Background: an optimization exercise with open tools, aiming at small area and a short achievable clock period. Do not read the settings as production practice. The RTL was checked by simulation tests, not by an equivalence proof against the original design.

== run 1 ==
## discrete_555_top
module discrete_555_top (
    input  wire         clk,
    input  wire         arst_n,
    input  wire         reg_wr,
    input  wire  [1:0]  reg_addr,
    input  wire  [15:0] reg_wdata,
    output logic [15:0] reg_rdata,
    output logic        audio_clk_en,
    output logic [15:0] vco_out,
    output logic [15:0] filt_out
);
    logic [15:0] d_raw;
    logic        run;
    logic [2:0]  filt_shift;
    logic [19:0] high_len;
    logic        vco_hi;
    audio_clk_enable u_audio_clk_enable (
        .clk          (clk),
        .arst_n       (arst_n),
        .audio_clk_en (audio_clk_en)
    );
    vco_ctrl_regs u_vco_ctrl_regs (
        .clk        (clk),
        .arst_n     (arst_n),
        .reg_wr     (reg_wr),
        .reg_addr   (reg_addr),
        .reg_wdata  (reg_wdata),
        .reg_rdata  (reg_rdata),
        .d_raw      (d_raw),
        .run        (run),
        .filt_shift (filt_shift),
        .vco_level  (vco_hi),
        .high_len   (high_len)
    );
    astable_555_vco u_astable_555_vco (
        .clk          (clk),
        .arst_n       (arst_n),
        .audio_clk_en (audio_clk_en),
        .run          (run),
        .d_raw        (d_raw),
        .out_hi       (vco_hi),
        .high_len     (high_len)
    );
    rc_lowpass u_rc_lowpass (
        .clk          (clk),
        .arst_n       (arst_n),
        .audio_clk_en (audio_clk_en),
        .filt_shift   (filt_shift),
        .in_hi        (vco_hi),
        .out          (filt_out)
    );
    assign vco_out = {vco_hi, 15'd0};
endmodule
clock: 48.0 ns
lec_check: 0
abc_area: 1
cap_margin: 20
core_margin: 2
core_utilization: 40
cts_buf_list: sky130_fd_sc_hd__clkbuf_8
cts_cluster_diameter: 50
cts_cluster_size: 16
slew_margin: 20
standard.sh (not shown) runs the stock make flow with config.mk's settings and CLKGATE_MAP_FILE= SYNTH_SCRIPT=/design/flow/synth_recipe.tcl, a recipe that flattens the netlist after the stock synthesis.
==> flow/flow/run.sh <==
#!/bin/bash
# Layout flow: the standard synthesis, then the combinational logic of
# that netlist re-mapped by ABC (registers, their names and cell types kept
# as they are): the read-back path from reg_addr to reg_rdata for delay, the
# rest for area; then the standard layout from floorplan on.
# Each tool's output goes to its own log file in the work folder.
set -euo pipefail
WORK=$(pwd)
LIB=$FLOW_HOME/platforms/sky130hd/lib/sky130_fd_sc_hd__tt_025C_1v80.lib
R=$WORK/orfs/results/sky130hd/discrete_555_top/base

bash standard.sh synth > synth.log 2>&1

cp $R/1_2_yosys.v $WORK/standard_synth.v
python3 flow/mkmodels.py $LIB 'sky130_fd_sc_hd__(fa|ha)_[0-9]+' > $WORK/cell_models.v 2> mkmodels.log

# the register cell types, where the read-back cone stops
FF_STOP=$(grep -oE '^ *sky130_fd_sc_hd__(df|edf|sdf|dl)[a-z0-9_]+' $WORK/standard_synth.v | sort -u | sed 's/^ */:-/' | tr -d '\n')

cat > $WORK/reopt.ys <<EOT
read_liberty -lib $LIB
read_verilog $WORK/standard_synth.v
hierarchy -top $FLOW_TOP
tee -o $WORK/reopt_before.txt stat -liberty $LIB
techmap -map $WORK/cell_models.v
techmap
opt -purge
select -set io_cone w:reg_addr %co*$FF_STOP w:reg_rdata %ci*$FF_STOP %i c:* %i
abc -liberty $LIB -dont_use sky130_fd_sc_hd__lpflow* -dont_use sky130_fd_sc_hd__probe* -D 200 -script "+strash;dch,-f;map,-D,200;topo;stime,-c;buffer,-c;upsize,-c;dnsize,-c;" @io_cone
abc -liberty $LIB -dont_use sky130_fd_sc_hd__lpflow* -dont_use sky130_fd_sc_hd__probe* -script "+strash;ifraig;dc2;dc2;strash;dch,-f;map,-a;topo;"
opt_clean -purge
splitnets
opt_clean -purge
# internal wire names hidden, so that a register driving an output port
# drives the port's net with no assign; one tie cell per constant bit
rename -hide w:* i:* o:* %u %d
hilomap -hicell sky130_fd_sc_hd__conb_1 HI -locell sky130_fd_sc_hd__conb_1 LO
opt_clean -purge
tee -o $WORK/reopt_after.txt stat -liberty $LIB
write_verilog -noattr -nohex -nodec $WORK/reopt.v
EOT
yosys -s $WORK/reopt.ys > reopt.log 2>&1

cp $WORK/reopt.v $R/1_2_yosys.v
touch $R/1_2_yosys.v
bash standard.sh "BUFFER_PORTS_ARGS=-buffer_cell sky130_fd_sc_hd__buf_2" finish > layout.log 2>&1
Other scripts of this flow, unchanged in this note and not shown: flow/flow/mkmodels.py
Modified inputs, run 2 compared to run 1
- CORE_UTILIZATION: 40 -> 60
Notes after the runs:
Compared with run 1, run 2 shows a clock period minus worst slack that is 54 ps higher.
Row met3 track demand over resource: run 2 higher / run 1 lower
Overall die area delta for run 2 relative to run 1: about 33% lower
Fraction of area in non-clock buffers across run 1 and run 2: no real change.
Summary: with run 1 as the reference, length of routed met3 wiring in run 2 moved up by more than half.
Cmp run 1 and run 2 / final wirelength / higher: run 1
[compare] base=run 1 new=run 2: initial core utilization higher, endpoint arrival time on the critical path moved up.
#### Input delta (run 3 over run 2)
- CTS_CLUSTER_SIZE removed (was 16)
- CORE_UTILIZATION changed from 60 to 40
- CTS_CLUSTER_DIAMETER removed (was 50)
- CTS_BUF_LIST changed from sky130_fd_sc_hd__clkbuf_8 to sky130_fd_sc_hd__clkbuf_4
==> flow/flow/run.sh <==
#!/bin/bash
# Layout flow: the standard synthesis, then the combinational logic of
# that netlist re-mapped by ABC for area (registers, their names and cell
# types kept as they are), then the standard layout from floorplan on.
# Each tool's output goes to its own log file in the work folder.
set -euo pipefail
WORK=$(pwd)
LIB=$FLOW_HOME/platforms/sky130hd/lib/sky130_fd_sc_hd__tt_025C_1v80.lib
R=$WORK/orfs/results/sky130hd/discrete_555_top/base

bash standard.sh synth > synth.log 2>&1

cp $R/1_2_yosys.v $WORK/standard_synth.v
python3 flow/mkmodels.py $LIB 'sky130_fd_sc_hd__(fa|ha)_[0-9]+' > $WORK/cell_models.v 2> mkmodels.log

cat > $WORK/reopt.ys <<EOT
read_liberty -lib $LIB
read_verilog $WORK/standard_synth.v
hierarchy -top $FLOW_TOP
tee -o $WORK/reopt_before.txt stat -liberty $LIB
techmap -map $WORK/cell_models.v
techmap
opt -purge
abc -liberty $LIB -dont_use sky130_fd_sc_hd__lpflow* -dont_use sky130_fd_sc_hd__probe* -script "+strash;ifraig;dc2;strash;dch,-f;map,-a;topo;"
opt_clean -purge
splitnets
opt_clean -purge
hilomap -singleton -hicell sky130_fd_sc_hd__conb_1 HI -locell sky130_fd_sc_hd__conb_1 LO
insbuf -buf sky130_fd_sc_hd__buf_4 A X
opt_clean -purge
tee -o $WORK/reopt_after.txt stat -liberty $LIB
write_verilog -noattr -nohex -nodec $WORK/reopt.v
EOT
yosys -s $WORK/reopt.ys > reopt.log 2>&1

cp $WORK/reopt.v $R/1_2_yosys.v
touch $R/1_2_yosys.v
bash standard.sh "BUFFER_PORTS_ARGS=-buffer_cell sky130_fd_sc_hd__buf_2" finish > layout.log 2>&1
Results
Of run 3 and run 2, run 3 shows the lower global-route met3 utilization, with run 2 above it.
Run 3 against run 2: worst path buffer plus inverter count rose 3; met3 wire length decreased 13%; post-synthesis instance total lost 22.
Compared with run 2, run 3 instantiates a larger number of cells.
Going from run 2 to run 3, overall die area rose by 49%; count of buffers not belonging to the clock network in the layout rose by 9.4%; core utilization has decreased.
Critical path depth, run 3 and run 2, higher one = run 3.
Setup changes, run 3 to run 4
- CTS_CLUSTER_DIAMETER now 55, previously not set
- CTS_CLUSTER_SIZE now 20, previously not set
- CTS_BUF_LIST now sky130_fd_sc_hd__clkbuf_8, was sky130_fd_sc_hd__clkbuf_4
--- a/flow/flow/run.sh
+++ b/flow/flow/run.sh
@@ -2,4 +2,5 @@
 # Layout flow: the standard synthesis, then the combinational logic of
-# that netlist re-mapped by ABC for area (registers, their names and cell
-# types kept as they are), then the standard layout from floorplan on.
+# that netlist re-mapped by ABC (registers, their names and cell types kept
+# as they are): the read-back path from reg_addr to reg_rdata for delay, the
+# rest for area; then the standard layout from floorplan on.
 # Each tool's output goes to its own log file in the work folder.
@@ -15,2 +16,5 @@
 
+# the register cell types, where the read-back cone stops
+FF_STOP=$(grep -oE '^ *sky130_fd_sc_hd__(df|edf|sdf|dl)[a-z0-9_]+' $WORK/standard_synth.v | sort -u | sed 's/^ */:-/' | tr -d '\n')
+
 cat > $WORK/reopt.ys <<EOT
@@ -23,3 +27,5 @@
 opt -purge
-abc -liberty $LIB -dont_use sky130_fd_sc_hd__lpflow* -dont_use sky130_fd_sc_hd__probe* -script "+strash;ifraig;dc2;strash;dch,-f;map,-a;topo;"
+select -set io_cone w:reg_addr %co*$FF_STOP w:reg_rdata %ci*$FF_STOP %i c:* %i
+abc -liberty $LIB -dont_use sky130_fd_sc_hd__lpflow* -dont_use sky130_fd_sc_hd__probe* -D 200 -script "+strash;dch,-f;map,-D,200;topo;stime,-c;buffer,-c;upsize,-c;dnsize,-c;" @io_cone
+abc -liberty $LIB -dont_use sky130_fd_sc_hd__lpflow* -dont_use sky130_fd_sc_hd__probe* -script "+strash;ifraig;dc2;dc2;strash;dch,-f;map,-a;topo;"
 opt_clean -purge
@@ -27,4 +33,6 @@
 opt_clean -purge
-hilomap -singleton -hicell sky130_fd_sc_hd__conb_1 HI -locell sky130_fd_sc_hd__conb_1 LO
-insbuf -buf sky130_fd_sc_hd__buf_4 A X
+# internal wire names hidden, so that a register driving an output port
+# drives the port's net with no assign; one tie cell per constant bit
+rename -hide w:* i:* o:* %u %d
+hilomap -hicell sky130_fd_sc_hd__conb_1 HI -locell sky130_fd_sc_hd__conb_1 LO
 opt_clean -purge
--- outcome ---
- Every stage of the flow completed for run 4, and the final layout passed the timing, design-rule and antenna checks.
- The lower multi-input logic cell count came out of run 3.
- Delta (run 4 minus run 3): cell area ~0 delta; first-iteration DRC count now larger; ratio of cells with drive above 1 in the final layout fell 1.6 points.

========
Starting RTL as in the previous note.
clock: 48.0 ns
lec_check: 0
abc_area: 1
cap_margin: 20
core_margin: 2
core_utilization: 40
cts_buf_list: sky130_fd_sc_hd__clkbuf_4
slew_margin: 20
==> flow/flow/run.sh <==
#!/bin/bash
# Layout flow: the standard synthesis, then the combinational logic of
# that netlist re-mapped by ABC for area (registers, their names and cell
# types kept as they are), then the standard layout from floorplan on.
# Each tool's output goes to its own log file in the work folder.
set -euo pipefail
WORK=$(pwd)
LIB=$FLOW_HOME/platforms/sky130hd/lib/sky130_fd_sc_hd__tt_025C_1v80.lib
R=$WORK/orfs/results/sky130hd/discrete_555_top/base

bash standard.sh synth > synth.log 2>&1

cp $R/1_2_yosys.v $WORK/standard_synth.v
python3 flow/mkmodels.py $LIB 'sky130_fd_sc_hd__(fa|ha)_[0-9]+' > $WORK/cell_models.v 2> mkmodels.log

cat > $WORK/reopt.ys <<EOT
read_liberty -lib $LIB
read_verilog $WORK/standard_synth.v
hierarchy -top $FLOW_TOP
tee -o $WORK/reopt_before.txt stat -liberty $LIB
techmap -map $WORK/cell_models.v
techmap
opt -purge
abc -liberty $LIB -dont_use sky130_fd_sc_hd__lpflow* -dont_use sky130_fd_sc_hd__probe* -script "+strash;ifraig;dc2;dc2;strash;dch,-f;amap;topo;"
opt_clean -purge
splitnets
opt_clean -purge
hilomap -singleton -hicell sky130_fd_sc_hd__conb_1 HI -locell sky130_fd_sc_hd__conb_1 LO
insbuf -buf sky130_fd_sc_hd__buf_4 A X
opt_clean -purge
tee -o $WORK/reopt_after.txt stat -liberty $LIB
write_verilog -noattr -nohex -nodec $WORK/reopt.v
EOT
yosys -s $WORK/reopt.ys > reopt.log 2>&1

cp $WORK/reopt.v $R/1_2_yosys.v
touch $R/1_2_yosys.v
bash standard.sh "BUFFER_PORTS_ARGS=-buffer_cell sky130_fd_sc_hd__buf_2" finish > layout.log 2>&1
Other scripts of this flow, unchanged in this note and not shown: flow/flow/mkmodels.py
The first run passed the timing, design-rule and antenna checks.
==> next run, changes <==
--- a/flow/flow/run.sh
+++ b/flow/flow/run.sh
@@ -3,2 +3,3 @@
-# that netlist re-mapped by ABC for area (registers, their names and cell
-# types kept as they are), then the standard layout from floorplan on.
+# that netlist re-mapped by ABC (registers, their names and cell types kept
+# as they are): the read-back path from reg_addr to reg_rdata for delay, the
+# rest for area; then the standard layout from floorplan on.
@@ -15,0 +17,3 @@
+# the register cell types, where the read-back cone stops
+FF_STOP=$(grep -oE '^ *sky130_fd_sc_hd__(df|edf|sdf|dl)[a-z0-9_]+' $WORK/standard_synth.v | sort -u | sed 's/^ */:-/' | tr -d '\n')
+
@@ -24 +28,3 @@
-abc -liberty $LIB -dont_use sky130_fd_sc_hd__lpflow* -dont_use sky130_fd_sc_hd__probe* -script "+strash;ifraig;dc2;dc2;strash;dch,-f;amap;topo;"
+select -set io_cone w:reg_addr %co*$FF_STOP w:reg_rdata %ci*$FF_STOP %i c:* %i
+abc -liberty $LIB -dont_use sky130_fd_sc_hd__lpflow* -dont_use sky130_fd_sc_hd__probe* -D 200 -script "+strash;dch,-f;map,-D,200;topo;stime,-c;buffer,-c;upsize,-c;dnsize,-c;" @io_cone
+abc -liberty $LIB -dont_use sky130_fd_sc_hd__lpflow* -dont_use sky130_fd_sc_hd__probe* -script "+strash;ifraig;dc2;dc2;strash;dch,-f;map,-a;topo;"
@@ -28,2 +34,4 @@
-hilomap -singleton -hicell sky130_fd_sc_hd__conb_1 HI -locell sky130_fd_sc_hd__conb_1 LO
-insbuf -buf sky130_fd_sc_hd__buf_4 A X
+# internal wire names hidden, so that a register driving an output port
+# drives the port's net with no assign; one tie cell per constant bit
+rename -hide w:* i:* o:* %u %d
+hilomap -hicell sky130_fd_sc_hd__conb_1 HI -locell sky130_fd_sc_hd__conb_1 LO
- CTS_BUF_LIST: sky130_fd_sc_hd__clkbuf_4 -> sky130_fd_sc_hd__clkbuf_8
- CTS_CLUSTER_DIAMETER: not set -> 60
- CTS_CLUSTER_SIZE: not set -> 24
Result:
- final cell count came out higher by 1.6%
- routed wire length falls by 2.0%
- first-iteration DRC count went down by about 12%
- worst hold slack improves by 0.022 ns
==> next run, changes <==
- CAP_MARGIN: 20 -> 5
- CTS_CLUSTER_DIAMETER: 60 -> 50
- CTS_CLUSTER_SIZE: 24 -> 16
- SLEW_MARGIN: 20 -> 5
The changed run went through all stages and came out clean.
Synthesized cell count is unchanged.
Worst setup slack loses 0.0083 ns.
Clock-buffer cell count rose by 4.
Routed wire length is about the same.
Register-to-register slack gains 0.03 ns.
Clock skew fell by 0.0040 ns.
Maximum frequency stays flat.
==> next run, changes <==
--- a/flow/flow/run.sh
+++ b/flow/flow/run.sh
@@ -46 +46 @@
-bash standard.sh "BUFFER_PORTS_ARGS=-buffer_cell sky130_fd_sc_hd__buf_2" finish > layout.log 2>&1
+bash standard.sh "BUFFER_PORTS_ARGS=-buffer_cell sky130_fd_sc_hd__buf_1" finish > layout.log 2>&1
- CAP_MARGIN: 5 -> 20
- SLEW_MARGIN: 5 -> 20
Result: The new run went through all stages and came out clean; utilization is about the same; worst hold slack gets worse by 0.047 ns; cell area is about the same; critical path depth is unchanged; sequential share of layout area barely changes.
==> next run, changes <==
--- a/flow/flow/run.sh
+++ b/flow/flow/run.sh
@@ -3,3 +3,2 @@
-# that netlist re-mapped by ABC (registers, their names and cell types kept
-# as they are): the read-back path from reg_addr to reg_rdata for delay, the
-# rest for area; then the standard layout from floorplan on.
+# that netlist re-mapped by ABC for area (registers, their names and cell
+# types kept as they are), then the standard layout from floorplan on.
@@ -17,3 +15,0 @@
-# the register cell types, where the read-back cone stops
-FF_STOP=$(grep -oE '^ *sky130_fd_sc_hd__(df|edf|sdf|dl)[a-z0-9_]+' $WORK/standard_synth.v | sort -u | sed 's/^ */:-/' | tr -d '\n')
-
@@ -28,2 +23,0 @@
-select -set io_cone w:reg_addr %co*$FF_STOP w:reg_rdata %ci*$FF_STOP %i c:* %i
-abc -liberty $LIB -dont_use sky130_fd_sc_hd__lpflow* -dont_use sky130_fd_sc_hd__probe* -D 200 -script "+strash;dch,-f;map,-D,200;topo;stime,-c;buffer,-c;upsize,-c;dnsize,-c;" @io_cone
@@ -46 +40 @@
-bash standard.sh "BUFFER_PORTS_ARGS=-buffer_cell sky130_fd_sc_hd__buf_1" finish > layout.log 2>&1
+bash standard.sh "BUFFER_PORTS_ARGS=-buffer_cell sky130_fd_sc_hd__buf_2" finish > layout.log 2>&1
- CTS_BUF_LIST: sky130_fd_sc_hd__clkbuf_8 -> sky130_fd_sc_hd__clkbuf_4
- CTS_CLUSTER_DIAMETER: 50 -> not set
- CTS_CLUSTER_SIZE: 16 -> not set
What happened: Via count falls by about 0.7%. Wire length rises by about 1.4%. Critical path depth rises by 2. Non-clock buffer count falls by 6. Worst hold slack improves by 0.016 ns. Global-route usage rises by 0.45 points. Design area falls by about 0.6%. Sequential share of layout area rises by 0.13 points. Maximum frequency falls by 2.2%. Setup slack degrades by 0.47 ns.

==> port drivers added, routing unchanged <==
Ports are ideal in the flow. The routed layouts listed here were re-timed in OpenROAD.
Step 1, drivers: a clkbuf_16 drives clk and a buf_2 each remaining input, both assumed.
Step 2 also shifts input and output timing later by t, the mid clock arrival at the registers, as if the neighbouring blocks saw the same clock.
Three values: ideal ports, drivers, drivers and shift; two values: the first two.
run	t (ns)	setup WS [ns]	worst hold slack (ns)	worst slew at a driven data input, ns	cell pins on the clock port's net
run 1	0.664	27.879 / 27.856 / 27.856	0.329 / 0.329 / 0.329	0.04	1
run 2	0.621	27.825 / 27.802 / 27.802	0.296 / 0.296 / 0.296	0.04	1
run 3	0.780	27.448 / 27.423 / 27.423	0.324 / 0.324 / 0.324	0.04	1
run 4	0.653	27.875 / 27.852 / 27.852	0.336 / 0.336 / 0.336	0.04	1
the first run of note 2	0.819	26.176 / 26.176 / 26.176	0.318 / 0.318 / 0.318	0.05	1
the second run of note 2	0.659	27.873 / 27.853 / 27.853	0.340 / 0.340 / 0.340	0.03	1
the third run of note 2	0.663	27.865 / 27.844 / 27.844	0.330 / 0.330 / 0.330	0.04	1
the fourth run of note 2	0.677	27.381 / 27.354 / 27.354	0.283 / 0.283 / 0.283	0.03	1
the fifth run of note 2	0.830	26.909 / 26.886 / 26.886	0.299 / 0.299 / 0.299	0.04	1
After both steps every run listed still meets setup and hold. The setup slack of the fourth run of note 2, which loses most, moves by -0.027 ns with the drivers and by -0.027 ns with both steps.
